Context: an optimization exercise on an open-source flow, tuned for small area, a short achievable clock period and few clock cycles. The choices shown serve that exercise and are no tape-out recipe. No run shown here included a check of the RTL's function; only the layout flow was run. Power and IR drop assume default switching activity.

==> flow/flow/run.sh <==
#!/bin/bash
# Standard layout, with the port buffers made from the smallest plain buffer and a clock tree
# of clkbuf_8 buffers without dummy loads.
set -euo pipefail
export BUFFER_PORTS_ARGS="-buffer_cell sky130_fd_sc_hd__buf_1"
export CTS_ARGS="-sink_clustering_enable -repair_clock_nets -dont_use_dummy_load -buf_list {sky130_fd_sc_hd__clkbuf_8}"
bash standard.sh > standard_flow.log 2>&1
==> flow/standard.sh <==
#!/bin/bash
# synth_recipe.tcl (not shown) runs the flow's synth.tcl, then flattens the netlist and writes it again
# the make line also repeats each setting of config.mk as NAME=value (left out here)
make -C /OpenROAD-flow-scripts/flow DESIGN_CONFIG=/design/flow/config.mk WORK_HOME=/design/flow/orfs CLKGATE_MAP_FILE= SYNTH_SCRIPT=/design/flow/synth_recipe.tcl "${@:-finish}"
==> flow/config.mk <==
export PLATFORM = sky130hd
export DESIGN_NAME = conv_rescaler
export DESIGN_NICKNAME = conv_rescaler
export VERILOG_FILES = /design/flow/design.v
export SDC_FILE = /design/flow/constraint.sdc
export NUM_CORES = 4
export LEC_CHECK = 0
export ABC_CLOCK_PERIOD_IN_PS = 4000
export CAP_MARGIN = 20
export CORE_MARGIN = 2
export CORE_UTILIZATION = 40
export SETUP_SLACK_MARGIN = 5
export SLEW_MARGIN = 20
==> flow/constraint.sdc <==
create_clock -name core_clock -period 9.0 [get_ports {clock}]
set_input_delay 1.8000 -clock core_clock [delete_from_list [all_inputs] [get_ports {clock}]]
set_output_delay 1.8000 -clock core_clock [all_outputs]
set_load 0.01 [all_outputs]
==> flow/design.v <==
module conv_rescaler #(
    parameter int NB_PIXEL = 19,
    parameter int NB_COUNT = 32,
    parameter int NB_OUT   = 8,
    parameter int NB_FRAC  = 16
) (
    input  logic                clock,
    input  logic                reset,
    input  logic                i_extremesValid,
    input  logic [NB_PIXEL-1:0] i_maxValue,
    input  logic [NB_PIXEL-1:0] i_minValue,
    input  logic [NB_COUNT-1:0] i_imageSize,
    input  logic                i_valid,
    input  logic [NB_PIXEL-1:0] i_convValue,
    output logic                o_ready,
    output logic [NB_OUT-1:0]   o_pixel,
    output logic                o_valid,
    output logic                o_endSignal
);
    localparam int NB_R     = NB_PIXEL;
    localparam int NB_SCALE = NB_OUT + NB_FRAC;           
    localparam int ND       = (NB_R + 2) / 2;             
    localparam int LC       = 10;                         
    localparam logic [NB_SCALE-1:0] DIVIDEND = {{NB_OUT{1'b1}}, {NB_FRAC{1'b0}}};
    logic                 busy_q, init_q, prep_q, div_q, run_q;
    logic                 init_d, prep_d, div_d, run_d;
    logic                 v0_q, l0_q, v1_q, l1_q, v2_q, l2_q, v3_q, e3_q;
    logic [NB_PIXEL:0]    c_q;        
    logic [NB_PIXEL-1:0]  min_q, max_q;
    logic                 gt_q;       
    logic                 lt_q;       
    logic                 rneg_q;     
    logic [NB_R-1:0]      range_q;
    logic [NB_COUNT-1:0]  count_q;    
    logic [NB_SCALE-1:0]  scale_q;
    logic [3*ND-2:0]      bd_q;       
    logic [NB_SCALE-1:LC] psa_q, psb_q, psc_q;
    logic                 pc1_q, pc2_q;
    logic [NB_OUT-1:0]    pixel_q;
    logic idle, accept, last_acc, lone_end, start;
    logic [NB_PIXEL:0]    delta;      
    logic                 d_neg, d_big, span_ok;   
    logic [NB_R-1:0]      d_clamp;
    logic [NB_R+1:0]      dx;         
    logic [ND-1:0]        b_one, b_two, b_neg;
    logic [NB_R-1:0]      rem_next;
    logic                 q_bit, dbit_next;
    logic [NB_R-1:0]      lead;       
    logic [NB_R-1:0]      rem_init;
    logic [NB_SCALE:0]    ra, rb, rc;
    logic [LC-1:0]        lo_s, lo_c;
    logic                 lo_co;
    logic [NB_SCALE-LC-1:0] hi_s, hi_c, hi_sum;
    logic [NB_COUNT-1:0]  count_dec;
    logic [NB_R:0]        dsum;
    logic                 dsub_c, gt, lt;
    assign idle     = !busy_q;
    assign accept   = i_valid && run_q;
    assign last_acc = accept && (count_q == NB_COUNT'(1));
    assign start    = idle && i_extremesValid;
    assign lone_end = start && (i_imageSize == '0);
    cr_add #(NB_PIXEL + 1) u_delta (
        .a(c_q), .b(~{min_q[NB_PIXEL-1], min_q}), .ci(1'b1),
        .s(delta), .co());
    assign d_neg   = lt_q;
    assign span_ok = !rneg_q && (range_q != '0);
    cr_cmp #(NB_PIXEL) u_gt (
        .a({~i_convValue[NB_PIXEL-1], i_convValue[NB_PIXEL-2:0]}),
        .b(~{~max_q[NB_PIXEL-1], max_q[NB_PIXEL-2:0]}), .ci(1'b0), .co(gt));
    assign d_big = gt_q;
    cr_cmp #(NB_PIXEL) u_lt (
        .a({~min_q[NB_PIXEL-1], min_q[NB_PIXEL-2:0]}),
        .b(~{~i_convValue[NB_PIXEL-1], i_convValue[NB_PIXEL-2:0]}), .ci(1'b0), .co(lt));
    always_comb begin
        d_clamp = delta[NB_R-1:0];
        if (d_neg)
            d_clamp = '0;
        else if (d_big)
            d_clamp = range_q;
    end
    assign dx = {1'b0, d_clamp, 1'b0};
    always_comb begin
        for (int r = 0; r < ND; r++) begin
            b_one[r] = dx[2*r+1] ^ dx[2*r];
            b_two[r] = (dx[2*r+2] && !dx[2*r+1] && !dx[2*r]) || (!dx[2*r+2] && dx[2*r+1] && dx[2*r]);
            b_neg[r] = dx[2*r+2];
        end
    end
    always_comb begin
        for (int i = 0; i < NB_R; i++) begin
            lead[i] = range_q[i];
            for (int j = i + 1; j < NB_R; j++)
                if (range_q[j]) lead[i] = 1'b0;
        end
        for (int i = 0; i < NB_R; i++) begin
            rem_init[i] = 1'b0;
            for (int j = i + 1; j <= i + NB_OUT && j < NB_R; j++)
                rem_init[i] = rem_init[i] | lead[j];
        end
    end
    cr_add #(NB_R + 1) u_div (.a(c_q), .b(~{1'b0, range_q}), .ci(1'b1), .s(dsum), .co(dsub_c));
    assign q_bit     = dsub_c;
    assign rem_next  = q_bit ? dsum[NB_R-1:0] : c_q[NB_R-1:0];
    assign dbit_next = (scale_q[NB_SCALE-2:NB_OUT-1] == '0);
    cr_add #(NB_COUNT) u_cnt (.a(count_q), .b('1), .ci(1'b0), .s(count_dec), .co());
    cr_mul u_mul (.a(scale_q), .one(bd_q[ND-1:0]), .two(bd_q[2*ND-1:ND]),
                  .neg({1'b0, bd_q[3*ND-2:2*ND]}), .ra(ra), .rb(rb), .rc(rc));
    assign lo_s = ra[LC-1:0] ^ rb[LC-1:0] ^ rc[LC-1:0];
    assign lo_c = (ra[LC-1:0] & rb[LC-1:0]) | (ra[LC-1:0] & rc[LC-1:0]) | (rb[LC-1:0] & rc[LC-1:0]);
    cr_cmp #(LC) u_lo (.a(lo_s), .b({lo_c[LC-2:0], 1'b0}), .ci(1'b0), .co(lo_co));
    assign hi_s = psa_q ^ psb_q ^ psc_q;
    assign hi_c = (psa_q & psb_q) | (psa_q & psc_q) | (psb_q & psc_q);
    cr_add #(NB_SCALE - LC) u_hi (.a(hi_s), .b({hi_c[NB_SCALE-LC-2:0], pc1_q}), .ci(pc2_q), .s(hi_sum), .co());
    assign init_d = start && !lone_end;
    assign prep_d = init_q;
    assign div_d  = (prep_q && span_ok) || (div_q && !scale_q[NB_SCALE-1]);
    assign run_d  = (prep_q && !span_ok) || (div_q && scale_q[NB_SCALE-1]) || (run_q && !last_acc);
    always_ff @(posedge clock or negedge reset) begin
        if (!reset) begin
            busy_q <= 1'b0;
            init_q <= 1'b0;
            prep_q <= 1'b0;
            div_q  <= 1'b0;
            run_q  <= 1'b0;
            v0_q   <= 1'b0;
            l0_q   <= 1'b0;
            v1_q   <= 1'b0;
            l1_q   <= 1'b0;
            v2_q   <= 1'b0;
            l2_q   <= 1'b0;
            v3_q   <= 1'b0;
            e3_q   <= 1'b0;
        end else begin
            busy_q <= init_d || prep_d || div_d || run_d;
            init_q <= init_d;
            prep_q <= prep_d;
            div_q  <= div_d;
            run_q  <= run_d;
            v0_q   <= accept;
            l0_q   <= last_acc;
            v1_q   <= v0_q;
            l1_q   <= l0_q;
            v2_q   <= v1_q;
            l2_q   <= v1_q && l1_q;
            v3_q   <= v2_q;
            e3_q   <= l2_q || lone_end;
        end
    end
    always_ff @(posedge clock) begin
        if (idle)
            c_q <= {i_maxValue[NB_PIXEL-1], i_maxValue};
        else if (prep_q)
            c_q <= {rem_init, (lead[NB_R-1:NB_OUT] == '0)};
        else if (div_q)
            c_q <= {rem_next, dbit_next};
        else
            c_q <= {i_convValue[NB_PIXEL-1], i_convValue};
        if (idle) begin
            min_q   <= i_minValue;
            max_q   <= i_maxValue;
            count_q <= i_imageSize;
        end else if (accept) begin
            count_q <= count_dec;
        end
        if (init_q)
            range_q <= delta[NB_R-1:0];
        if (prep_q)
            scale_q <= span_ok ? NB_SCALE'(lead) : '0;
        else if (div_q)
            scale_q <= {scale_q[NB_SCALE-2:0], q_bit};
        bd_q <= {b_neg[ND-2:0], b_two, b_one};
        gt_q <= gt;
        lt_q <= lt;
        if (init_q)
            rneg_q <= delta[NB_PIXEL];
        psa_q   <= ra[NB_SCALE-1:LC];
        psb_q   <= rb[NB_SCALE-1:LC];
        psc_q   <= rc[NB_SCALE-1:LC];
        pc1_q   <= lo_c[LC-1];
        pc2_q   <= lo_co;
        pixel_q <= hi_sum[NB_SCALE-LC-1:NB_FRAC-LC];
    end
    assign o_ready     = run_q;
    assign o_pixel     = pixel_q;
    assign o_valid     = v3_q;
    assign o_endSignal = e3_q;
endmodule
module cr_add #(
    parameter int W = 8
) (
    input  logic [W-1:0] a,
    input  logic [W-1:0] b,
    input  logic         ci,
    output logic [W-1:0] s,
    output logic         co
);
    localparam int L = $clog2(W + 1);
    localparam int N = 1 << L;
    logic [N-1:0] g, p, x;
    always_comb begin
        x = '0;
        g = '0;
        p = '0;
        x[W-1:0] = a ^ b;
        g[W-1:0] = a & b;
        p[W-1:0] = x[W-1:0];
        g[0] = g[0] | (p[0] & ci);
        for (int d = 0; d < L; d++)
            for (int i = (2 << d) - 1; i < N; i += (2 << d)) begin
                g[i] = g[i] | (p[i] & g[i - (1 << d)]);
                p[i] = p[i] & p[i - (1 << d)];
            end
        for (int d = L - 2; d >= 0; d--)
            for (int i = 3 * (1 << d) - 1; i < N; i += (2 << d)) begin
                g[i] = g[i] | (p[i] & g[i - (1 << d)]);
                p[i] = p[i] & p[i - (1 << d)];
            end
        s[0] = x[0] ^ ci;
        for (int i = 1; i < W; i++)
            s[i] = x[i] ^ g[i - 1];
        co = g[W - 1];
    end
endmodule
module cr_cmp #(
    parameter int W = 8
) (
    input  logic [W-1:0] a,
    input  logic [W-1:0] b,
    input  logic         ci,
    output logic         co
);
    localparam int L = $clog2(W + 1);
    localparam int N = 1 << L;
    logic [N-1:0] g, p;
    always_comb begin
        g = '0;
        p = '0;
        g[W-1:0] = a & b;
        p[W-1:0] = a | b;
        g[0] = g[0] | (p[0] & ci);
        for (int d = 0; d < L; d++)
            for (int i = (2 << d) - 1; i < N; i += (2 << d)) begin
                g[i] = g[i] | (p[i] & g[i - (1 << d)]);
                p[i] = p[i] & p[i - (1 << d)];
            end
        for (int d = L - 2; d >= 0; d--)
            for (int i = 3 * (1 << d) - 1; i < N; i += (2 << d)) begin
                g[i] = g[i] | (p[i] & g[i - (1 << d)]);
                p[i] = p[i] & p[i - (1 << d)];
            end
        co = g[W - 1];
    end
endmodule
module cr_mul (input logic [23:0] a, input logic [9:0] one, input logic [9:0] two, input logic [9:0] neg, output logic [24:0] ra, output logic [24:0] rb, output logic [24:0] rc);
wire pp1;
wire pp2;
wire pp3;
wire pp4;
wire pp5;
wire pp6;
wire pp7;
wire pp8;
wire pp9;
wire pp10;
wire pp11;
wire pp12;
wire pp13;
wire pp14;
wire pp15;
wire pp16;
wire pp17;
wire pp18;
wire pp19;
wire pp20;
wire pp21;
wire pp22;
wire pp23;
wire pp24;
wire pp25;
wire pp26;
wire pp27;
wire pp28;
wire pp29;
wire pp30;
wire pp31;
wire pp32;
wire pp33;
wire pp34;
wire pp35;
wire pp36;
wire pp37;
wire pp38;
wire pp39;
wire pp40;
wire pp41;
wire pp42;
wire pp43;
wire pp44;
wire pp45;
wire pp46;
wire pp47;
wire pp48;
wire pp49;
wire pp50;
wire pp51;
wire pp52;
wire pp53;
wire pp54;
wire pp55;
wire pp56;
wire pp57;
wire pp58;
wire pp59;
wire pp60;
wire pp61;
wire pp62;
wire pp63;
wire pp64;
wire pp65;
wire pp66;
wire pp67;
wire pp68;
wire pp69;
wire pp70;
wire pp71;
wire pp72;
wire pp73;
wire pp74;
wire pp75;
wire pp76;
wire pp77;
wire pp78;
wire pp79;
wire pp80;
wire pp81;
wire pp82;
wire pp83;
wire pp84;
wire pp85;
wire pp86;
wire pp87;
wire pp88;
wire pp89;
wire pp90;
wire pp91;
wire pp92;
wire pp93;
wire pp94;
wire pp95;
wire pp96;
wire pp97;
wire pp98;
wire pp99;
wire pp100;
wire pp101;
wire pp102;
wire pp103;
wire pp104;
wire pp105;
wire pp106;
wire pp107;
wire pp108;
wire pp109;
wire pp110;
wire pp111;
wire pp112;
wire pp113;
wire pp114;
wire pp115;
wire pp116;
wire pp117;
wire pp118;
wire pp119;
wire pp120;
wire pp121;
wire pp122;
wire pp123;
wire pp124;
wire pp125;
wire pp126;
wire pp127;
wire pp128;
wire pp129;
wire pp130;
wire pp131;
wire pp132;
wire pp133;
wire pp134;
wire pp135;
wire pp136;
wire pp137;
wire pp138;
wire pp139;
wire pp140;
wire pp141;
wire pp142;
wire pp143;
wire pp144;
wire pp145;
wire pp146;
wire pp147;
wire pp148;
wire pp149;
wire pp150;
wire pp151;
wire pp152;
wire pp153;
wire pp154;
wire pp155;
wire pp156;
wire pp157;
wire pp158;
wire pp159;
wire pp160;
wire s161;
wire c162;
wire s163;
wire c164;
wire s165;
wire c166;
wire s167;
wire c168;
wire s169;
wire c170;
wire s171;
wire c172;
wire s173;
wire c174;
wire s175;
wire c176;
wire s177;
wire c178;
wire s179;
wire c180;
wire s181;
wire c182;
wire s183;
wire c184;
wire s185;
wire c186;
wire s187;
wire c188;
wire s189;
wire c190;
wire s191;
wire c192;
wire s193;
wire c194;
wire s195;
wire c196;
wire s197;
wire c198;
wire s199;
wire c200;
wire s201;
wire c202;
wire s203;
wire c204;
wire s205;
wire c206;
wire s207;
wire c208;
wire s209;
wire c210;
wire s211;
wire c212;
wire s213;
wire c214;
wire s215;
wire c216;
wire s217;
wire c218;
wire s219;
wire c220;
wire s221;
wire c222;
wire s223;
wire c224;
wire s225;
wire c226;
wire s227;
wire c228;
wire s229;
wire c230;
wire s231;
wire c232;
wire s233;
wire c234;
wire s235;
wire c236;
wire s237;
wire c238;
wire s239;
wire c240;
wire s241;
wire c242;
wire s243;
wire c244;
wire s245;
wire c246;
wire s247;
wire c248;
wire s249;
wire c250;
wire s251;
wire c252;
wire s253;
wire c254;
wire s255;
wire c256;
wire s257;
wire c258;
wire s259;
wire c260;
wire s261;
wire c262;
wire s263;
wire c264;
wire s265;
wire c266;
wire s267;
wire c268;
wire s269;
wire c270;
wire s271;
wire c272;
wire s273;
wire c274;
wire s275;
wire c276;
wire s277;
wire c278;
wire s279;
wire c280;
wire s281;
wire c282;
wire s283;
wire c284;
wire s285;
wire c286;
wire s287;
wire c288;
wire s289;
wire c290;
wire s291;
wire c292;
wire s293;
wire c294;
wire s295;
wire c296;
wire s297;
wire c298;
wire s299;
wire c300;
wire s301;
wire c302;
wire s303;
wire c304;
wire s305;
wire c306;
wire s307;
wire c308;
wire s309;
wire c310;
wire s311;
wire c312;
wire s313;
wire c314;
wire s315;
wire c316;
wire s317;
wire c318;
wire s319;
wire c320;
wire s321;
wire c322;
wire s323;
wire c324;
wire s325;
wire c326;
wire s327;
wire c328;
wire s329;
wire c330;
wire s331;
wire c332;
wire s333;
wire c334;
wire s335;
wire c336;
wire s337;
wire c338;
wire s339;
wire c340;
wire s341;
wire c342;
wire s343;
wire c344;
wire s345;
wire c346;
wire s347;
wire c348;
wire s349;
wire c350;
wire s351;
wire c352;
wire s353;
wire c354;
wire s355;
wire c356;
wire x357;
wire x358;
wire x359;
wire x360;
wire x361;
wire x362;
wire x363;
wire x364;
wire x365;
wire x366;
wire x367;
wire x368;
wire x369;
wire x370;
assign pp1 = ((one[0] & a[0])) ^ neg[0];
assign pp2 = ((one[0] & a[1]) | (two[0] & a[0])) ^ neg[0];
assign pp3 = ((one[0] & a[2]) | (two[0] & a[1])) ^ neg[0];
assign pp4 = ((one[0] & a[3]) | (two[0] & a[2])) ^ neg[0];
assign pp5 = ((one[0] & a[4]) | (two[0] & a[3])) ^ neg[0];
assign pp6 = ((one[0] & a[5]) | (two[0] & a[4])) ^ neg[0];
assign pp7 = ((one[0] & a[6]) | (two[0] & a[5])) ^ neg[0];
assign pp8 = ((one[0] & a[7]) | (two[0] & a[6])) ^ neg[0];
assign pp9 = ((one[0] & a[8]) | (two[0] & a[7])) ^ neg[0];
assign pp10 = ((one[0] & a[9]) | (two[0] & a[8])) ^ neg[0];
assign pp11 = ((one[0] & a[10]) | (two[0] & a[9])) ^ neg[0];
assign pp12 = ((one[0] & a[11]) | (two[0] & a[10])) ^ neg[0];
assign pp13 = ((one[0] & a[12]) | (two[0] & a[11])) ^ neg[0];
assign pp14 = ((one[0] & a[13]) | (two[0] & a[12])) ^ neg[0];
assign pp15 = ((one[0] & a[14]) | (two[0] & a[13])) ^ neg[0];
assign pp16 = ((one[0] & a[15]) | (two[0] & a[14])) ^ neg[0];
assign pp17 = ((one[0] & a[16]) | (two[0] & a[15])) ^ neg[0];
assign pp18 = ((one[0] & a[17]) | (two[0] & a[16])) ^ neg[0];
assign pp19 = ((one[0] & a[18]) | (two[0] & a[17])) ^ neg[0];
assign pp20 = ((one[0] & a[19]) | (two[0] & a[18])) ^ neg[0];
assign pp21 = ((one[0] & a[20]) | (two[0] & a[19])) ^ neg[0];
assign pp22 = ((one[0] & a[21]) | (two[0] & a[20])) ^ neg[0];
assign pp23 = ((one[0] & a[22]) | (two[0] & a[21])) ^ neg[0];
assign pp24 = ((one[0] & a[23]) | (two[0] & a[22])) ^ neg[0];
assign pp25 = ((two[0] & a[23])) ^ neg[0];
assign pp26 = ((one[1] & a[0])) ^ neg[1];
assign pp27 = ((one[1] & a[1]) | (two[1] & a[0])) ^ neg[1];
assign pp28 = ((one[1] & a[2]) | (two[1] & a[1])) ^ neg[1];
assign pp29 = ((one[1] & a[3]) | (two[1] & a[2])) ^ neg[1];
assign pp30 = ((one[1] & a[4]) | (two[1] & a[3])) ^ neg[1];
assign pp31 = ((one[1] & a[5]) | (two[1] & a[4])) ^ neg[1];
assign pp32 = ((one[1] & a[6]) | (two[1] & a[5])) ^ neg[1];
assign pp33 = ((one[1] & a[7]) | (two[1] & a[6])) ^ neg[1];
assign pp34 = ((one[1] & a[8]) | (two[1] & a[7])) ^ neg[1];
assign pp35 = ((one[1] & a[9]) | (two[1] & a[8])) ^ neg[1];
assign pp36 = ((one[1] & a[10]) | (two[1] & a[9])) ^ neg[1];
assign pp37 = ((one[1] & a[11]) | (two[1] & a[10])) ^ neg[1];
assign pp38 = ((one[1] & a[12]) | (two[1] & a[11])) ^ neg[1];
assign pp39 = ((one[1] & a[13]) | (two[1] & a[12])) ^ neg[1];
assign pp40 = ((one[1] & a[14]) | (two[1] & a[13])) ^ neg[1];
assign pp41 = ((one[1] & a[15]) | (two[1] & a[14])) ^ neg[1];
assign pp42 = ((one[1] & a[16]) | (two[1] & a[15])) ^ neg[1];
assign pp43 = ((one[1] & a[17]) | (two[1] & a[16])) ^ neg[1];
assign pp44 = ((one[1] & a[18]) | (two[1] & a[17])) ^ neg[1];
assign pp45 = ((one[1] & a[19]) | (two[1] & a[18])) ^ neg[1];
assign pp46 = ((one[1] & a[20]) | (two[1] & a[19])) ^ neg[1];
assign pp47 = ((one[1] & a[21]) | (two[1] & a[20])) ^ neg[1];
assign pp48 = ((one[1] & a[22]) | (two[1] & a[21])) ^ neg[1];
assign pp49 = ((one[2] & a[0])) ^ neg[2];
assign pp50 = ((one[2] & a[1]) | (two[2] & a[0])) ^ neg[2];
assign pp51 = ((one[2] & a[2]) | (two[2] & a[1])) ^ neg[2];
assign pp52 = ((one[2] & a[3]) | (two[2] & a[2])) ^ neg[2];
assign pp53 = ((one[2] & a[4]) | (two[2] & a[3])) ^ neg[2];
assign pp54 = ((one[2] & a[5]) | (two[2] & a[4])) ^ neg[2];
assign pp55 = ((one[2] & a[6]) | (two[2] & a[5])) ^ neg[2];
assign pp56 = ((one[2] & a[7]) | (two[2] & a[6])) ^ neg[2];
assign pp57 = ((one[2] & a[8]) | (two[2] & a[7])) ^ neg[2];
assign pp58 = ((one[2] & a[9]) | (two[2] & a[8])) ^ neg[2];
assign pp59 = ((one[2] & a[10]) | (two[2] & a[9])) ^ neg[2];
assign pp60 = ((one[2] & a[11]) | (two[2] & a[10])) ^ neg[2];
assign pp61 = ((one[2] & a[12]) | (two[2] & a[11])) ^ neg[2];
assign pp62 = ((one[2] & a[13]) | (two[2] & a[12])) ^ neg[2];
assign pp63 = ((one[2] & a[14]) | (two[2] & a[13])) ^ neg[2];
assign pp64 = ((one[2] & a[15]) | (two[2] & a[14])) ^ neg[2];
assign pp65 = ((one[2] & a[16]) | (two[2] & a[15])) ^ neg[2];
assign pp66 = ((one[2] & a[17]) | (two[2] & a[16])) ^ neg[2];
assign pp67 = ((one[2] & a[18]) | (two[2] & a[17])) ^ neg[2];
assign pp68 = ((one[2] & a[19]) | (two[2] & a[18])) ^ neg[2];
assign pp69 = ((one[2] & a[20]) | (two[2] & a[19])) ^ neg[2];
assign pp70 = ((one[3] & a[0])) ^ neg[3];
assign pp71 = ((one[3] & a[1]) | (two[3] & a[0])) ^ neg[3];
assign pp72 = ((one[3] & a[2]) | (two[3] & a[1])) ^ neg[3];
assign pp73 = ((one[3] & a[3]) | (two[3] & a[2])) ^ neg[3];
assign pp74 = ((one[3] & a[4]) | (two[3] & a[3])) ^ neg[3];
assign pp75 = ((one[3] & a[5]) | (two[3] & a[4])) ^ neg[3];
assign pp76 = ((one[3] & a[6]) | (two[3] & a[5])) ^ neg[3];
assign pp77 = ((one[3] & a[7]) | (two[3] & a[6])) ^ neg[3];
assign pp78 = ((one[3] & a[8]) | (two[3] & a[7])) ^ neg[3];
assign pp79 = ((one[3] & a[9]) | (two[3] & a[8])) ^ neg[3];
assign pp80 = ((one[3] & a[10]) | (two[3] & a[9])) ^ neg[3];
assign pp81 = ((one[3] & a[11]) | (two[3] & a[10])) ^ neg[3];
assign pp82 = ((one[3] & a[12]) | (two[3] & a[11])) ^ neg[3];
assign pp83 = ((one[3] & a[13]) | (two[3] & a[12])) ^ neg[3];
assign pp84 = ((one[3] & a[14]) | (two[3] & a[13])) ^ neg[3];
assign pp85 = ((one[3] & a[15]) | (two[3] & a[14])) ^ neg[3];
assign pp86 = ((one[3] & a[16]) | (two[3] & a[15])) ^ neg[3];
assign pp87 = ((one[3] & a[17]) | (two[3] & a[16])) ^ neg[3];
assign pp88 = ((one[3] & a[18]) | (two[3] & a[17])) ^ neg[3];
assign pp89 = ((one[4] & a[0])) ^ neg[4];
assign pp90 = ((one[4] & a[1]) | (two[4] & a[0])) ^ neg[4];
assign pp91 = ((one[4] & a[2]) | (two[4] & a[1])) ^ neg[4];
assign pp92 = ((one[4] & a[3]) | (two[4] & a[2])) ^ neg[4];
assign pp93 = ((one[4] & a[4]) | (two[4] & a[3])) ^ neg[4];
assign pp94 = ((one[4] & a[5]) | (two[4] & a[4])) ^ neg[4];
assign pp95 = ((one[4] & a[6]) | (two[4] & a[5])) ^ neg[4];
assign pp96 = ((one[4] & a[7]) | (two[4] & a[6])) ^ neg[4];
assign pp97 = ((one[4] & a[8]) | (two[4] & a[7])) ^ neg[4];
assign pp98 = ((one[4] & a[9]) | (two[4] & a[8])) ^ neg[4];
assign pp99 = ((one[4] & a[10]) | (two[4] & a[9])) ^ neg[4];
assign pp100 = ((one[4] & a[11]) | (two[4] & a[10])) ^ neg[4];
assign pp101 = ((one[4] & a[12]) | (two[4] & a[11])) ^ neg[4];
assign pp102 = ((one[4] & a[13]) | (two[4] & a[12])) ^ neg[4];
assign pp103 = ((one[4] & a[14]) | (two[4] & a[13])) ^ neg[4];
assign pp104 = ((one[4] & a[15]) | (two[4] & a[14])) ^ neg[4];
assign pp105 = ((one[4] & a[16]) | (two[4] & a[15])) ^ neg[4];
assign pp106 = ((one[5] & a[0])) ^ neg[5];
assign pp107 = ((one[5] & a[1]) | (two[5] & a[0])) ^ neg[5];
assign pp108 = ((one[5] & a[2]) | (two[5] & a[1])) ^ neg[5];
assign pp109 = ((one[5] & a[3]) | (two[5] & a[2])) ^ neg[5];
assign pp110 = ((one[5] & a[4]) | (two[5] & a[3])) ^ neg[5];
assign pp111 = ((one[5] & a[5]) | (two[5] & a[4])) ^ neg[5];
assign pp112 = ((one[5] & a[6]) | (two[5] & a[5])) ^ neg[5];
assign pp113 = ((one[5] & a[7]) | (two[5] & a[6])) ^ neg[5];
assign pp114 = ((one[5] & a[8]) | (two[5] & a[7])) ^ neg[5];
assign pp115 = ((one[5] & a[9]) | (two[5] & a[8])) ^ neg[5];
assign pp116 = ((one[5] & a[10]) | (two[5] & a[9])) ^ neg[5];
assign pp117 = ((one[5] & a[11]) | (two[5] & a[10])) ^ neg[5];
assign pp118 = ((one[5] & a[12]) | (two[5] & a[11])) ^ neg[5];
assign pp119 = ((one[5] & a[13]) | (two[5] & a[12])) ^ neg[5];
assign pp120 = ((one[5] & a[14]) | (two[5] & a[13])) ^ neg[5];
assign pp121 = ((one[6] & a[0])) ^ neg[6];
assign pp122 = ((one[6] & a[1]) | (two[6] & a[0])) ^ neg[6];
assign pp123 = ((one[6] & a[2]) | (two[6] & a[1])) ^ neg[6];
assign pp124 = ((one[6] & a[3]) | (two[6] & a[2])) ^ neg[6];
assign pp125 = ((one[6] & a[4]) | (two[6] & a[3])) ^ neg[6];
assign pp126 = ((one[6] & a[5]) | (two[6] & a[4])) ^ neg[6];
assign pp127 = ((one[6] & a[6]) | (two[6] & a[5])) ^ neg[6];
assign pp128 = ((one[6] & a[7]) | (two[6] & a[6])) ^ neg[6];
assign pp129 = ((one[6] & a[8]) | (two[6] & a[7])) ^ neg[6];
assign pp130 = ((one[6] & a[9]) | (two[6] & a[8])) ^ neg[6];
assign pp131 = ((one[6] & a[10]) | (two[6] & a[9])) ^ neg[6];
assign pp132 = ((one[6] & a[11]) | (two[6] & a[10])) ^ neg[6];
assign pp133 = ((one[6] & a[12]) | (two[6] & a[11])) ^ neg[6];
assign pp134 = ((one[7] & a[0])) ^ neg[7];
assign pp135 = ((one[7] & a[1]) | (two[7] & a[0])) ^ neg[7];
assign pp136 = ((one[7] & a[2]) | (two[7] & a[1])) ^ neg[7];
assign pp137 = ((one[7] & a[3]) | (two[7] & a[2])) ^ neg[7];
assign pp138 = ((one[7] & a[4]) | (two[7] & a[3])) ^ neg[7];
assign pp139 = ((one[7] & a[5]) | (two[7] & a[4])) ^ neg[7];
assign pp140 = ((one[7] & a[6]) | (two[7] & a[5])) ^ neg[7];
assign pp141 = ((one[7] & a[7]) | (two[7] & a[6])) ^ neg[7];
assign pp142 = ((one[7] & a[8]) | (two[7] & a[7])) ^ neg[7];
assign pp143 = ((one[7] & a[9]) | (two[7] & a[8])) ^ neg[7];
assign pp144 = ((one[7] & a[10]) | (two[7] & a[9])) ^ neg[7];
assign pp145 = ((one[8] & a[0])) ^ neg[8];
assign pp146 = ((one[8] & a[1]) | (two[8] & a[0])) ^ neg[8];
assign pp147 = ((one[8] & a[2]) | (two[8] & a[1])) ^ neg[8];
assign pp148 = ((one[8] & a[3]) | (two[8] & a[2])) ^ neg[8];
assign pp149 = ((one[8] & a[4]) | (two[8] & a[3])) ^ neg[8];
assign pp150 = ((one[8] & a[5]) | (two[8] & a[4])) ^ neg[8];
assign pp151 = ((one[8] & a[6]) | (two[8] & a[5])) ^ neg[8];
assign pp152 = ((one[8] & a[7]) | (two[8] & a[6])) ^ neg[8];
assign pp153 = ((one[8] & a[8]) | (two[8] & a[7])) ^ neg[8];
assign pp154 = (one[9] & a[0]);
assign pp155 = (one[9] & a[1]) | (two[9] & a[0]);
assign pp156 = (one[9] & a[2]) | (two[9] & a[1]);
assign pp157 = (one[9] & a[3]) | (two[9] & a[2]);
assign pp158 = (one[9] & a[4]) | (two[9] & a[3]);
assign pp159 = (one[9] & a[5]) | (two[9] & a[4]);
assign pp160 = (one[9] & a[6]) | (two[9] & a[5]);
assign s161 = pp17 ^ pp40;
assign c162 = pp17 & pp40;
assign s163 = pp18 ^ pp41;
assign c164 = pp18 & pp41;
assign s165 = pp19 ^ pp42 ^ pp63;
assign c166 = (pp19 & pp42) | (pp19 & pp63) | (pp42 & pp63);
assign s167 = pp20 ^ pp43 ^ pp64;
assign c168 = (pp20 & pp43) | (pp20 & pp64) | (pp43 & pp64);
assign s169 = pp21 ^ pp44 ^ pp65;
assign c170 = (pp21 & pp44) | (pp21 & pp65) | (pp44 & pp65);
assign s171 = pp22 ^ pp45 ^ pp66;
assign c172 = (pp22 & pp45) | (pp22 & pp66) | (pp45 & pp66);
assign s173 = pp23 ^ pp46 ^ pp67;
assign c174 = (pp23 & pp46) | (pp23 & pp67) | (pp46 & pp67);
assign s175 = pp24 ^ pp47 ^ pp68;
assign c176 = (pp24 & pp47) | (pp24 & pp68) | (pp47 & pp68);
assign s177 = pp11 ^ pp34;
assign c178 = pp11 & pp34;
assign s179 = pp12 ^ pp35;
assign c180 = pp12 & pp35;
assign s181 = pp13 ^ pp36 ^ pp57;
assign c182 = (pp13 & pp36) | (pp13 & pp57) | (pp36 & pp57);
assign s183 = pp76 ^ pp93;
assign c184 = pp76 & pp93;
assign s185 = pp14 ^ pp37 ^ pp58;
assign c186 = (pp14 & pp37) | (pp14 & pp58) | (pp37 & pp58);
assign s187 = pp77 ^ pp94;
assign c188 = pp77 & pp94;
assign s189 = pp15 ^ pp38 ^ pp59;
assign c190 = (pp15 & pp38) | (pp15 & pp59) | (pp38 & pp59);
assign s191 = pp78 ^ pp95 ^ pp110;
assign c192 = (pp78 & pp95) | (pp78 & pp110) | (pp95 & pp110);
assign s193 = pp123 ^ pp134;
assign c194 = pp123 & pp134;
assign s195 = pp16 ^ pp39 ^ pp60;
assign c196 = (pp16 & pp39) | (pp16 & pp60) | (pp39 & pp60);
assign s197 = pp79 ^ pp96 ^ pp111;
assign c198 = (pp79 & pp96) | (pp79 & pp111) | (pp96 & pp111);
assign s199 = pp124 ^ pp135;
assign c200 = pp124 & pp135;
assign s201 = pp61 ^ pp80 ^ pp97;
assign c202 = (pp61 & pp80) | (pp61 & pp97) | (pp80 & pp97);
assign s203 = pp112 ^ pp125 ^ pp136;
assign c204 = (pp112 & pp125) | (pp112 & pp136) | (pp125 & pp136);
assign s205 = pp145 ^ neg[8] ^ s161;
assign c206 = (pp145 & neg[8]) | (pp145 & s161) | (neg[8] & s161);
assign s207 = pp62 ^ pp81 ^ pp98;
assign c208 = (pp62 & pp81) | (pp62 & pp98) | (pp81 & pp98);
assign s209 = pp113 ^ pp126 ^ pp137;
assign c210 = (pp113 & pp126) | (pp113 & pp137) | (pp126 & pp137);
assign s211 = pp146 ^ s163 ^ c162;
assign c212 = (pp146 & s163) | (pp146 & c162) | (s163 & c162);
assign s213 = pp82 ^ pp99 ^ pp114;
assign c214 = (pp82 & pp99) | (pp82 & pp114) | (pp99 & pp114);
assign s215 = pp127 ^ pp138 ^ pp147;
assign c216 = (pp127 & pp138) | (pp127 & pp147) | (pp138 & pp147);
assign s217 = pp154 ^ s165 ^ c164;
assign c218 = (pp154 & s165) | (pp154 & c164) | (s165 & c164);
assign s219 = pp83 ^ pp100 ^ pp115;
assign c220 = (pp83 & pp100) | (pp83 & pp115) | (pp100 & pp115);
assign s221 = pp128 ^ pp139 ^ pp148;
assign c222 = (pp128 & pp139) | (pp128 & pp148) | (pp139 & pp148);
assign s223 = pp155 ^ s167 ^ c166;
assign c224 = (pp155 & s167) | (pp155 & c166) | (s167 & c166);
assign s225 = pp84 ^ pp101 ^ pp116;
assign c226 = (pp84 & pp101) | (pp84 & pp116) | (pp101 & pp116);
assign s227 = pp129 ^ pp140 ^ pp149;
assign c228 = (pp129 & pp140) | (pp129 & pp149) | (pp140 & pp149);
assign s229 = pp156 ^ s169 ^ c168;
assign c230 = (pp156 & s169) | (pp156 & c168) | (s169 & c168);
assign s231 = pp85 ^ pp102 ^ pp117;
assign c232 = (pp85 & pp102) | (pp85 & pp117) | (pp102 & pp117);
assign s233 = pp130 ^ pp141 ^ pp150;
assign c234 = (pp130 & pp141) | (pp130 & pp150) | (pp141 & pp150);
assign s235 = pp157 ^ s171 ^ c170;
assign c236 = (pp157 & s171) | (pp157 & c170) | (s171 & c170);
assign s237 = pp86 ^ pp103 ^ pp118;
assign c238 = (pp86 & pp103) | (pp86 & pp118) | (pp103 & pp118);
assign s239 = pp131 ^ pp142 ^ pp151;
assign c240 = (pp131 & pp142) | (pp131 & pp151) | (pp142 & pp151);
assign s241 = pp158 ^ s173 ^ c172;
assign c242 = (pp158 & s173) | (pp158 & c172) | (s173 & c172);
assign s243 = pp87 ^ pp104 ^ pp119;
assign c244 = (pp87 & pp104) | (pp87 & pp119) | (pp104 & pp119);
assign s245 = pp132 ^ pp143 ^ pp152;
assign c246 = (pp132 & pp143) | (pp132 & pp152) | (pp143 & pp152);
assign s247 = pp159 ^ s175 ^ c174;
assign c248 = (pp159 & s175) | (pp159 & c174) | (s175 & c174);
assign s249 = pp7 ^ pp30;
assign c250 = pp7 & pp30;
assign s251 = pp8 ^ pp31;
assign c252 = pp8 & pp31;
assign s253 = pp9 ^ pp32 ^ pp53;
assign c254 = (pp9 & pp32) | (pp9 & pp53) | (pp32 & pp53);
assign s255 = pp72 ^ pp89;
assign c256 = pp72 & pp89;
assign s257 = pp10 ^ pp33 ^ pp54;
assign c258 = (pp10 & pp33) | (pp10 & pp54) | (pp33 & pp54);
assign s259 = pp73 ^ pp90;
assign c260 = pp73 & pp90;
assign s261 = pp55 ^ pp74 ^ pp91;
assign c262 = (pp55 & pp74) | (pp55 & pp91) | (pp74 & pp91);
assign s263 = pp106 ^ neg[5] ^ s177;
assign c264 = (pp106 & neg[5]) | (pp106 & s177) | (neg[5] & s177);
assign s265 = pp56 ^ pp75 ^ pp92;
assign c266 = (pp56 & pp75) | (pp56 & pp92) | (pp75 & pp92);
assign s267 = pp107 ^ s179 ^ c178;
assign c268 = (pp107 & s179) | (pp107 & c178) | (s179 & c178);
assign s269 = pp108 ^ pp121 ^ neg[6];
assign c270 = (pp108 & pp121) | (pp108 & neg[6]) | (pp121 & neg[6]);
assign s271 = s181 ^ s183 ^ c180;
assign c272 = (s181 & s183) | (s181 & c180) | (s183 & c180);
assign s273 = pp109 ^ pp122 ^ s185;
assign c274 = (pp109 & pp122) | (pp109 & s185) | (pp122 & s185);
assign s275 = s187 ^ c182 ^ c184;
assign c276 = (s187 & c182) | (s187 & c184) | (c182 & c184);
assign s277 = neg[7] ^ s189 ^ s191;
assign c278 = (neg[7] & s189) | (neg[7] & s191) | (s189 & s191);
assign s279 = s193 ^ c186 ^ c188;
assign c280 = (s193 & c186) | (s193 & c188) | (c186 & c188);
assign s281 = s195 ^ s197 ^ s199;
assign c282 = (s195 & s197) | (s195 & s199) | (s197 & s199);
assign s283 = c190 ^ c192 ^ c194;
assign c284 = (c190 & c192) | (c190 & c194) | (c192 & c194);
assign s285 = s201 ^ s203 ^ s205;
assign c286 = (s201 & s203) | (s201 & s205) | (s203 & s205);
assign s287 = c196 ^ c198 ^ c200;
assign c288 = (c196 & c198) | (c196 & c200) | (c198 & c200);
assign s289 = s207 ^ s209 ^ s211;
assign c290 = (s207 & s209) | (s207 & s211) | (s209 & s211);
assign s291 = c202 ^ c204 ^ c206;
assign c292 = (c202 & c204) | (c202 & c206) | (c204 & c206);
assign s293 = s213 ^ s215 ^ s217;
assign c294 = (s213 & s215) | (s213 & s217) | (s215 & s217);
assign s295 = c208 ^ c210 ^ c212;
assign c296 = (c208 & c210) | (c208 & c212) | (c210 & c212);
assign s297 = s219 ^ s221 ^ s223;
assign c298 = (s219 & s221) | (s219 & s223) | (s221 & s223);
assign s299 = c214 ^ c216 ^ c218;
assign c300 = (c214 & c216) | (c214 & c218) | (c216 & c218);
assign s301 = s225 ^ s227 ^ s229;
assign c302 = (s225 & s227) | (s225 & s229) | (s227 & s229);
assign s303 = c220 ^ c222 ^ c224;
assign c304 = (c220 & c222) | (c220 & c224) | (c222 & c224);
assign s305 = s231 ^ s233 ^ s235;
assign c306 = (s231 & s233) | (s231 & s235) | (s233 & s235);
assign s307 = c226 ^ c228 ^ c230;
assign c308 = (c226 & c228) | (c226 & c230) | (c228 & c230);
assign s309 = s237 ^ s239 ^ s241;
assign c310 = (s237 & s239) | (s237 & s241) | (s239 & s241);
assign s311 = c232 ^ c234 ^ c236;
assign c312 = (c232 & c234) | (c232 & c236) | (c234 & c236);
assign s313 = s243 ^ s245 ^ s247;
assign c314 = (s243 & s245) | (s243 & s247) | (s245 & s247);
assign s315 = c238 ^ c240 ^ c242;
assign c316 = (c238 & c240) | (c238 & c242) | (c240 & c242);
assign s317 = pp5 ^ pp28;
assign c318 = pp5 & pp28;
assign s319 = pp6 ^ pp29;
assign c320 = pp6 & pp29;
assign s321 = pp51 ^ pp70 ^ neg[3];
assign c322 = (pp51 & pp70) | (pp51 & neg[3]) | (pp70 & neg[3]);
assign s323 = pp52 ^ pp71 ^ s251;
assign c324 = (pp52 & pp71) | (pp52 & s251) | (pp71 & s251);
assign s325 = neg[4] ^ s253 ^ s255;
assign c326 = (neg[4] & s253) | (neg[4] & s255) | (s253 & s255);
assign s327 = s257 ^ s259 ^ c254;
assign c328 = (s257 & s259) | (s257 & c254) | (s259 & c254);
assign s329 = s261 ^ s263 ^ c258;
assign c330 = (s261 & s263) | (s261 & c258) | (s263 & c258);
assign s331 = s265 ^ s267 ^ c262;
assign c332 = (s265 & s267) | (s265 & c262) | (s267 & c262);
assign s333 = s269 ^ s271 ^ c266;
assign c334 = (s269 & s271) | (s269 & c266) | (s271 & c266);
assign s335 = s273 ^ s275 ^ c270;
assign c336 = (s273 & s275) | (s273 & c270) | (s275 & c270);
assign s337 = s277 ^ s279 ^ c274;
assign c338 = (s277 & s279) | (s277 & c274) | (s279 & c274);
assign s339 = s281 ^ s283 ^ c278;
assign c340 = (s281 & s283) | (s281 & c278) | (s283 & c278);
assign s341 = s285 ^ s287 ^ c282;
assign c342 = (s285 & s287) | (s285 & c282) | (s287 & c282);
assign s343 = s289 ^ s291 ^ c286;
assign c344 = (s289 & s291) | (s289 & c286) | (s291 & c286);
assign s345 = s293 ^ s295 ^ c290;
assign c346 = (s293 & s295) | (s293 & c290) | (s295 & c290);
assign s347 = s297 ^ s299 ^ c294;
assign c348 = (s297 & s299) | (s297 & c294) | (s299 & c294);
assign s349 = s301 ^ s303 ^ c298;
assign c350 = (s301 & s303) | (s301 & c298) | (s303 & c298);
assign s351 = s305 ^ s307 ^ c302;
assign c352 = (s305 & s307) | (s305 & c302) | (s307 & c302);
assign s353 = s309 ^ s311 ^ c306;
assign c354 = (s309 & s311) | (s309 & c306) | (s311 & c306);
assign s355 = s313 ^ s315 ^ c310;
assign c356 = (s313 & s315) | (s313 & c310) | (s315 & c310);
assign x357 = pp25 ^ pp48;
assign x358 = pp69 ^ pp88;
assign x359 = pp105 ^ pp120;
assign x360 = pp133 ^ pp144;
assign x361 = pp153 ^ pp160;
assign x362 = x357 ^ x358;
assign x363 = x359 ^ x360;
assign x364 = x361 ^ x362;
assign x365 = x363 ^ c176;
assign x366 = c244 ^ c246;
assign x367 = x364 ^ x365;
assign x368 = x366 ^ x367;
assign x369 = c248 ^ x368;
assign x370 = x369 ^ c314;
assign ra = {c316, c312, c308, c304, c300, c296, c292, c288, c284, c280, c276, c272, c268, c264, c260, c256, c252, c250, s249, pp50, pp49, pp4, pp3, pp2, pp1};
assign rb = {x370, s355, s353, s351, s349, s347, s345, s343, s341, s339, s337, s335, s333, s331, s329, s327, s325, s323, s321, s319, neg[2], pp27, pp26, 1'b0, neg[0]};
assign rc = {c356, c354, c352, c350, c348, c346, c344, c342, c340, c338, c336, c334, c332, c330, c328, c326, c324, c322, c320, c318, s317, 1'b0, neg[1], 1'b0, 1'b0};
endmodule
==> results of run 1 <==
[state kept, by name, summed over array words and instances (netlist names), 8 cells and up]
signal and cells:
psa_q 14, min_q 19, psc_q 14, max_q 19, pixel_q 8, c_q 20
count_q 32, bd_q 29, psb_q 14, range_q 19, scale_q 24
[per-stage QoR]
step | power (mW) | cell area, µm² | hold slack [ns] | setup slack, ns
global route | 4.48 | 17800 | 0.355 | 5.00
detailed placement | 3.26 | 17200 | 0.337 | 4.58
CTS | 4.11 | 17800 | 0.344 | 5.08
finish | 4.04 | 17800 | 0.339 | 5.19
floorplan | 2.80 | 16400 | 0.331 | 5.02
global placement | 3.20 | 17200 | 0.336 | 4.64
[metal layers]
layer  track usage (%)  wire, µm  up-vias
li1                  -         -     5735
met1              27.6     18400     5883
met2              32.0     19000      433
met3              3.78      2570       90
met4              7.47      1370        0
met5                 0         0        -
[critical path, delay by kind of cell, from the launching register on]
family / cells / cell delay, ns
simple gates: 1 / 0.45
fa+ha+maj: 3 / 1.17
compound gates: 7 / 1.33
flops: 1 / 0.31
xor+xnor: 3 / 0.49
[synth_stat cells (all sizes together), types with 6 or more instances]
library cell / n / share of area, %
nand2: 64 / 1.5
a21oi: 55 / 1.7
nand4: 10 / 0.38
inv: 155 / 3.6
ha: 80 / 6.1
o221ai: 8 / 0.43
xor2: 94 / 5.0
mux2i: 18 / 1.1
maj3: 16 / 0.98
and2: 8 / 0.31
nand2b: 12 / 0.46
a22oi: 143 / 6.6
fa: 114 / 14
mux2: 14 / 0.96
o22ai: 14 / 0.54
a211oi: 12 / 0.55
dfrtp: 13 / 2.0
xnor2: 108 / 5.8
a221oi: 8 / 0.43
nand3b: 6 / 0.28
dfxtp: 103 / 13
nor2: 90 / 2.1
nor4: 20 / 0.86
clkbuf: 84 / 1.9
a21o: 12 / 0.55
nor3: 24 / 0.76
nor2b: 12 / 0.46
edfxtp: 114 / 21
o21ai: 84 / 2.6
buf: 17 / 0.44
nand3: 13 / 0.40
[power by group]
group,switching [mW],internal (mW)
clock,0.405,0.410
combinational,0.941,0.864
sequential,0.129,1.29
total,1.48,2.56
[final cells by class]
| cell class | instances | area (µm²) |
|---|---|---|
| Timing Repair Buffer | 125 | 552 |
| Sequential cell | 230 | 5810 |
| Clock buffer | 42 | 578 |
| Fill cell | 3906 | 22800 |
| Tap cell | 532 | 666 |
| Multi-Input combinational cell | 1113 | 9630 |
| Inverter | 156 | 586 |
[what timing repair did]
| action | in CTS | in global routing |
|---|---|---|
| setup endpoints to repair | 11 | 6 |
| setup buffers | 4 | 1 |
| pin swaps | 4 | 5 |
| hold endpoints to repair | 0 | 0 |
| gates resized for setup | 6 | 4 |
[cells by family after synthesis]
logic type,after synthesis
fa+ha+maj,210
buf+inv,257
compound gates,385
mux,32
simple gates,284
flops,230
xor+xnor,202
[worst paths after layout]
check,startpoint,end,cells after the start
min in group asynchronous,reset,div_q,1
max in group asynchronous,reset,busy_q,1
hold / removal,v0_q,v1_q,0
setup / recovery,psa_q[10],pixel_q[7],14
hold reg to reg,v0_q,v1_q,0
setup reg to reg,psa_q[10],pixel_q[7],14
==> metrics.json, run 1 <==
{
  "flow.area_growth_from_synthesis_pct": 8.87,
  "setup.worst_path.end_class": "register",
  "grt_setup_unrepaired": "false",
  "root_buffer": "sky130_fd_sc_hd__clkbuf_8",
  "synth-simple-area-share_pct": 8.68,
  "standard_cell_core_area_mm2": 0.0406,
  "final_net_count": 1955,
  "final.min_clock_period_ns": 3.81,
  "number_of_top_level_pins": 104,
  "power_density_normalized_to_cell_area_mw_per_mm2": 227,
  "cp_common_cell": "sky130_fd_sc_hd__a21o_1",
  "starting_utilization_of_the_core_area_pct": 40.3,
  "synth_cells": 1600,
  "critical-path-max-stage-delay_ns": 0.53,
  "async_sr_flop_fraction_pct": 5.65,
  "syn_avg_cell_area_um2": 10.2,
  "fin_util_pct": 43.8,
  "ctsHtreeMaxLevel": 2,
  "total_routing_usage_gr_pct": 20.2,
  "drt_drc_violations_left": 0,
  "yosys_register_bits": 230,
  "chipWidth_um": 206,
  "worstSetupStartpointType": "register",
  "dr.pass1.iters": 6,
  "cts_made_buffers": 42,
  "crit_path_cell_trace": "fa_1, ha_1, a21o_1, a21o_1, a21oi_1, o21ai_1, a41o_1, or4_1, a31o_2, a21o_1, fa_1, xnor2_2, xnor2_1, xnor2_1",
  "rows": 74,
  "synthesized_area_fraction_occupied_by_ao_oa_aoi_and_oai_cells_pct": 16.0,
  "chipHeight_um": 206,
  "synthMuxAreaShare_pct": 2.06,
  "synth_cell_type_count": 75,
  "cts_hold_buf": 0,
  "worst_skew_pair.late_latency_ns": 0.59,
  "synth_top_family_by_area": "adder cells",
  "finalMaxSlewViolations": 0,
  "largest_net_degree_at_the_start_of_global_routing": 67,
  "power_leakage_nw": 7.00,
  "adder_and_majority_cell_fraction_of_the_synthesized_area_pct": 21.0,
  "final_cell_mix": "sky130_fd_sc_hd__inv_1 (154), sky130_fd_sc_hd__a22oi_1 (143), sky130_fd_sc_hd__edfxtp_1 (114), sky130_fd_sc_hd__fa_1 (112), sky130_fd_sc_hd__xnor2_1 (107)",
  "ys_flop_type": "sky130_fd_sc_hd__edfxtp_1",
  "wl_per_cell_um": 18.8,
  "path_class": "register to register",
  "syn-cell-area_mm2": 0.0164,
  "cap_violations": 0,
  "grt_first_pass_wirelength_mm": 67.5,
  "detail_route.iter0.violations": 908,
  "fin_worst_skew_ns": 0.0375,
  "run_status": "timing/DRC/antenna clean",
  "crit_path_max_fanout": 2,
  "leading_cell_type_in_the_layout_fill_and_taps_excluded": "sky130_fd_sc_hd__inv_1",
  "drt-total-wl_mm": 41.4,
  "path_clk_slew_ns": 0.05,
  "clock-sinks": 230,
  "grt_pass1_vias": 12352,
  "clk_path_buf_depth": 3,
  "timing_hold_violations_final": 0,
  "post-dp-hpwl_mm": 29.9,
  "final-instance-count-excl-fill": 2198,
  "tightest_hold_check_type": "register to register",
  "synth.yosys.warnings": 6,
  "totalNegativeSetupSlack_ns": 0,
  "cts_tree": "built",
  "synth-seq-area-share_pct": 35.5,
  "final_layout_size_suffix_gt1_share_pct": 6.42,
  "required_ns": 9.49,
  "count_of_input_and_output_buffers": 103,
  "critPathSlowestCell": "sky130_fd_sc_hd__fa_1",
  "routed-via-count": 12141,
  "xor_and_xnor_area_share_after_synthesis_pct": 10.8,
  "timing.critical_path.arrival_ns": 4.29,
  "regToRegSetupSlack_ns": 5.19,
  "final_min_period_over_clock_period_pct": 42.3,
  "synth.net_count": 1887,
  "globalRoute.totalOverflow": 0,
  "synth_edf_count": 114,
  "fmaxAchievable_ghz": 0.263,
  "antenna_cells": 0,
  "final_antenna_net_count": 0,
  "finalSetupViolCount": 0,
  "power.ir.vdd_worst_uv": 130,
  "post_drt_via_cell_ratio": 5.52,
  "fp.dieArea_mm2": 0.0426,
  "max-slew-margin-rel_pct": 31.8,
  "dp.cells": 2151,
  "antenna_found_initial": 0,
  "globalplace.congestion": 0.882,
  "worst-slew-pin-transition_ns": 1.02
}
==> run 2: changes to the inputs <==
==> flow/flow/run.sh (replaced) <==
#!/bin/bash
# Standard layout, with the port buffers made from the smallest plain buffer, a clock tree
# of clkbuf_8 buffers without dummy loads, and timing repair aiming 3.4 ns below the clock period.
set -euo pipefail
export BUFFER_PORTS_ARGS="-buffer_cell sky130_fd_sc_hd__buf_1"
export CTS_ARGS="-sink_clustering_enable -repair_clock_nets -dont_use_dummy_load -buf_list {sky130_fd_sc_hd__clkbuf_8}"
export SETUP_SLACK_MARGIN=5.6
bash standard.sh > standard_flow.log 2>&1
--- a/flow/config.mk
+++ b/flow/config.mk
@@ -7,3 +7,3 @@
 export LEC_CHECK = 0
-export ABC_CLOCK_PERIOD_IN_PS = 4000
+export ABC_CLOCK_PERIOD_IN_PS = 3500
 export CAP_MARGIN = 20
@@ -11,3 +11,2 @@
 export CORE_UTILIZATION = 40
-export SETUP_SLACK_MARGIN = 5
 export SLEW_MARGIN = 20
==> run 2 against run 1 <==
Compared with the run above:
- clock power grew 0.9%
- clock skew grew 0.033 ns
- critical path type unchanged
- largest power group unchanged
- global-route usage grew 0.33 points
- still clean
- area after synthesis is the same
- first-iteration DRC count shrank 3.7%
- largest cell class unchanged
==> metrics.json, run 2 <==
{
  "final_layout_size_suffix_gt1_share": {"value": 11.8, "unit": "%", "change": "+5.3 points"},
  "required": {"value": 9.42, "unit": "ns", "change": "-0.07 ns"},
  "drt_drc_violations_left": {"value": 0, "change": "unchanged"},
  "clock-sinks": {"value": 230, "change": "unchanged"},
  "antenna_cells": {"value": 0, "change": "unchanged"},
  "drt-total-wl": {"value": 43.0, "unit": "mm", "change": "+3.9%"},
  "tightest_hold_check_type": "register to register",
  "post_synth_top_cells": "sky130_fd_sc_hd__inv_1 (154), sky130_fd_sc_hd__a22oi_1 (143), sky130_fd_sc_hd__edfxtp_1 (114), sky130_fd_sc_hd__fa_1 (114), sky130_fd_sc_hd__xnor2_1 (108)",
  "min_from": "l0_q",
  "finalMaxSlewViolations": {"value": 0, "change": "unchanged"},
  "path_class": "register to register",
  "biggestRegsByFlops": "count_q: 32 flops, bd_q: 29 flops, scale_q: 24 flops",
  "cts_tree": "built",
  "post-route-worst-setup-slack": {"value": 5.38, "unit": "ns", "change": "+0.190 ns"},
  "yosysTopAreaCell": "sky130_fd_sc_hd__edfxtp_1",
  "clk_path_buf_depth": {"value": 3, "change": "unchanged"},
  "synth_edf_count": {"value": 114, "change": "unchanged"},
  "routed-via-count": {"value": 12460, "change": "+2.6%"},
  "cp_common_cell": "sky130_fd_sc_hd__a21o_1",
  "dr.pass1.iters": {"value": 6, "change": "unchanged"},
  "worst_r2r_startpoint": "psa_q[10]",
  "synth.net_count": {"value": 1887, "change": "unchanged"},
  "max_flop_register": "count_q",
  "final_net_count": {"value": 2006, "change": "+2.6%"},
  "final_cell_mix": "sky130_fd_sc_hd__inv_1 (151), sky130_fd_sc_hd__a22oi_1 (142), sky130_fd_sc_hd__edfxtp_1 (114), sky130_fd_sc_hd__xnor2_1 (105), sky130_fd_sc_hd__fa_1 (104)",
  "holdPathEnd": "l1_q",
  "final.min_clock_period": {"value": 3.62, "unit": "ns", "change": "-0.190 ns"},
  "reg2regPathDepth": {"value": 14, "change": "unchanged"},
  "synth-seq-area-share": {"value": 35.5, "unit": "%", "change": "unchanged"},
  "rows": {"value": 74, "change": "unchanged"},
  "count_of_input_and_output_buffers": {"value": 103, "change": "unchanged"},
  "detail_route.iter0.violations": {"value": 874, "change": "-3.7%"},
  "fp.dieArea": {"value": 0.0426, "unit": "mm²", "change": "unchanged"},
  "cts_made_buffers": {"value": 43, "change": "+2.4%"},
  "critPathSlowestCell": "sky130_fd_sc_hd__fa_1",
  "number_of_top_level_pins": {"value": 104, "change": "unchanged"},
  "crit_buf_inv": {"value": 0, "change": "unchanged"},
  "crit_path_max_fanout": {"value": 2, "change": "unchanged"},
  "crit_path_cell_trace": "fa_1, ha_1, a21o_1, a21o_1, a21oi_2, o21ai_2, a41o_1, or4_4, a31o_2, a21o_1, fa_2, xnor2_2, xnor2_1, xnor2_1",
  "synth_cells": {"value": 1600, "change": "unchanged"},
  "post-dp-hpwl": {"value": 30.2, "unit": "mm", "change": "+1.1%"},
  "synth_most_common_cell": "sky130_fd_sc_hd__inv_1",
  "syn_avg_cell_area": {"value": 10.2, "unit": "µm²", "change": "unchanged"},
  "postPlaceCellArea": {"value": 0.0172, "unit": "mm²", "change": "+0.11%"},
  "synth.yosys.warnings": {"value": 6, "change": "unchanged"},
  "yosys_register_bits": {"value": 230, "change": "unchanged"},
  "run_status": "timing/DRC/antenna clean",
  "fin_worst_skew": {"value": 0.0709, "unit": "ns", "change": "+0.0335 ns"},
  "flow.area_growth_from_synthesis_pct": 12.5,
  "netlist.area_leader.share": {"value": 20.9, "unit": "%", "change": "unchanged"},
  "critical_path.top_delay_family": "compound AO/OA/AOI/OAI gates",
  "capturing_point_of_the_worst_reg2reg_path": "pixel_q[7]",
  "pre_cts_setup_slack": {"value": 5.25, "unit": "ns", "change": "+0.663 ns"},
  "root_buffer": "sky130_fd_sc_hd__clkbuf_8",
  "worstSetupStartpointType": "register",
  "setup.worst_path.end_class": "register",
  "worst_skew_pair.late_latency": {"value": 0.63, "unit": "ns", "change": "+0.04 ns"},
  "chipHeight": {"value": 206, "unit": "µm", "change": "unchanged"},
  "syn-cell-area": {"value": 0.0164, "unit": "mm²", "change": "unchanged"},
  "power_leakage": {"value": 7.29, "unit": "nW", "change": "+4.1%"},
  "ctsHtreeMaxLevel": {"value": 2, "change": "unchanged"},
  "power_density_normalized_to_cell_area": {"value": 222, "unit": "mW/mm²", "change": "-1.9%"},
  "crit_start": "psa_q[10]",
  "finalSetupViolCount": {"value": 0, "change": "unchanged"},
  "netlist_top_cells_area": "sky130_fd_sc_hd__edfxtp_1 (21%), sky130_fd_sc_hd__fa_1 (14%), sky130_fd_sc_hd__dfxtp_1 (13%)",
  "grt_setup_unrepaired": "true",
  "whs_path_depth": {"value": 0, "change": "unchanged"},
  "power.ir.vdd_worst": {"value": 136, "unit": "µV", "change": "+4.7%"},
  "grt_pass1_vias": {"value": 12495, "change": "+1.2%"},
  "async_sr_flop_fraction": {"value": 5.65, "unit": "%", "change": "unchanged"},
  "grt_first_pass_wirelength": {"value": 68.1, "unit": "mm", "change": "+0.88%"},
  "fmaxAchievable": {"value": 0.276, "unit": "GHz", "change": "+5.3%"},
  "standard_cell_core_area": {"value": 0.0406, "unit": "mm²", "change": "unchanged"},
  "total_routing_usage_gr": {"value": 20.6, "unit": "%", "change": "+0.33 points"},
  "final_min_period_over_clock_period": {"value": 40.2, "unit": "%", "change": "-2.1 points"},
  "timing.critical_path.arrival": {"value": 4.03, "unit": "ns", "change": "-0.26 ns"},
  "ys_flop_type": "sky130_fd_sc_hd__edfxtp_1",
  "post_drt_via_cell_ratio": {"value": 5.54, "change": "+0.30%"},
  "max-slew-margin-rel": {"value": 23.2, "unit": "%", "change": "-8.6 points"},
  "totalNegativeSetupSlack": {"value": 0, "unit": "ns", "change": "unchanged"},
  "globalRoute.totalOverflow": {"value": 0, "change": "unchanged"},
  "regToRegSetupSlack": {"value": 5.38, "unit": "ns", "change": "+0.19 ns"},
  "leading_cell_type_in_the_layout_fill_and_taps_excluded": "sky130_fd_sc_hd__inv_1",
  "path_clk_slew": {"value": 0.05, "unit": "ns", "change": "about the same"},
  "largest_net_degree_at_the_start_of_global_routing": {"value": 67, "change": "unchanged"},
  "worst-slew-pin-transition": {"value": 1.15, "unit": "ns", "change": "+0.127 ns"},
  "critical-path-max-stage-delay": {"value": 0.53, "unit": "ns", "change": "about the same"},
  "antenna_found_initial": {"value": 0, "change": "unchanged"},
  "globalplace.congestion": {"value": 0.863, "change": "-2.2%"},
  "synth_cell_type_count": {"value": 75, "change": "unchanged"},
  "cap_violations": {"value": 0, "change": "unchanged"},
  "final_antenna_net_count": {"value": 0, "change": "unchanged"},
  "wl_per_cell": {"value": 19.1, "unit": "µm", "change": "+1.5%"},
  "fin_util": {"value": 45.3, "unit": "%", "change": "+1.5 points"},
  "final_cell_area": {"value": 0.0184, "unit": "mm²", "change": "+3.4%"},
  "chipWidth": {"value": 206, "unit": "µm", "change": "unchanged"},
  "largest_register_ffs": {"value": 32, "change": "unchanged"},
  "cts_hold_buf": {"value": 0, "change": "unchanged"},
  "n_fill_cell": {"value": 3862, "change": "-1.1%"},
  "starting_utilization_of_the_core_area": {"value": 40.3, "unit": "%", "change": "unchanged"},
  "timing_hold_violations_final": {"value": 0, "change": "unchanged"}
}
## run 2: kinds of logic (layout without fill, tap and decap cells)
| family | after synthesis | after routing | share of synthesized area (%) |
|---|---|---|---|
| xor+xnor | 202 | 202 | 10.8 |
| mux | 32 | 32 | 2.06 |
| compound gates | 385 | 385 | 16.0 |
| buf+inv | 257 | 374 | 5.94 |
| simple gates | 284 | 284 | 8.68 |
| fa+ha+maj | 210 | 210 | 21.0 |
| flops | 230 | 230 | 35.5 |
## run 2: worst max path at each step
| stage | end | slack, ns | depth (start not counted) |
|---|---|---|---|
| 4_1_cts | pixel_q[7] | 5.37 | 14 |
| 3_5_place_dp | bd_q[17] | 5.25 | 16 |
| 2_1_floorplan | pixel_q[7] | 5.56 | 14 |
| 5_1_grt | bd_q[18] | 5.22 | 16 |
| 3_3_place_gp | bd_q[17] | 5.28 | 16 |
| 6_report | pixel_q[7] | 5.38 | 14 |
## run 2: repair_timing
action / in CTS / in global routing
pin swaps: 14 / 20
endpoints found under the setup margin: 41 / 25
resized for setup: 29 / 37
setup buffers: 27 / 30
## run 2: area by class of cell
| class | count | area, µm² | area share [%] |
|---|---|---|---|
| Inverter | 156 | 586 | 3.18 |
| Clock buffer | 43 | 592 | 3.21 |
| Timing Repair Buffer | 175 | 958 | 5.20 |
| Sequential cell | 230 | 5840 | 31.7 |
| Multi-Input combinational cell | 1113 | 9780 | 53.1 |
| Tap cell | 532 | 666 | 3.61 |
## run 2: power breakdown
| group | total (mW) | switching [mW] | leakage [nW] | internal [mW] |
|---|---|---|---|---|
| registers | 1.43 | 0.135 | 2.05 | 1.29 |
| clock network | 0.822 | 0.403 | 0.309 | 0.419 |
| logic | 1.85 | 0.954 | 4.93 | 0.895 |
| total | 4.10 | 1.49 | 7.29 | 2.61 |
## run 2: metrics by stage
stage / hold WS [ns] / total power [mW] / std cells
2_1_floorplan: 0.331 / 2.81 / 1600
5_1_grt: 0.362 / 4.50 / 2249
6_report: 0.345 / 4.10 / 2249
4_1_cts: 0.348 / 4.16 / 2219
3_5_place_dp: 0.336 / 3.27 / 2149
3_3_place_gp: 0.334 / 3.21 / 2149
## run 2: layer usage
layer  up-vias  share of wire, %  GRT usage, %
met3        80               6.0          2.92
met1      6086                43          27.4
li1       5833                 -             -
met5         -                 0             0
met4         0               3.4          8.34
met2       461                47          33.7

[what the ideal ports hide]
Ports are ideal in the flow. The routed layouts listed here were re-timed in OpenROAD.
Step 1 (the two cells are an assumption about what drives the block):
set clk [get_ports {clock}]
set_driving_cell -lib_cell sky130_fd_sc_hd__clkbuf_16 $clk
set_driving_cell -lib_cell sky130_fd_sc_hd__buf_2 [delete_from_list [all_inputs] $clk]
Step 2 also shifts input and output timing later by t, the mid clock arrival at the registers, as if the neighbouring blocks saw the same clock.
Slacks: no drivers / after step 1 / after step 2; pairs: no drivers / after step 1.
run | t, ns | setup WS [ns] | worst hold slack (ns)
run 1 | 0.621 | 5.193 / 5.193 / 5.116 | 0.339 / 0.339 / 0.339
run 2 | 0.627 | 5.383 / 5.383 / 5.255 | 0.345 / 0.345 / 0.345
After both steps every run listed still meets setup and hold. For run 2, which loses most, drivers alone change the setup slack by 0.000 ns; drivers and shift together by -0.128 ns.
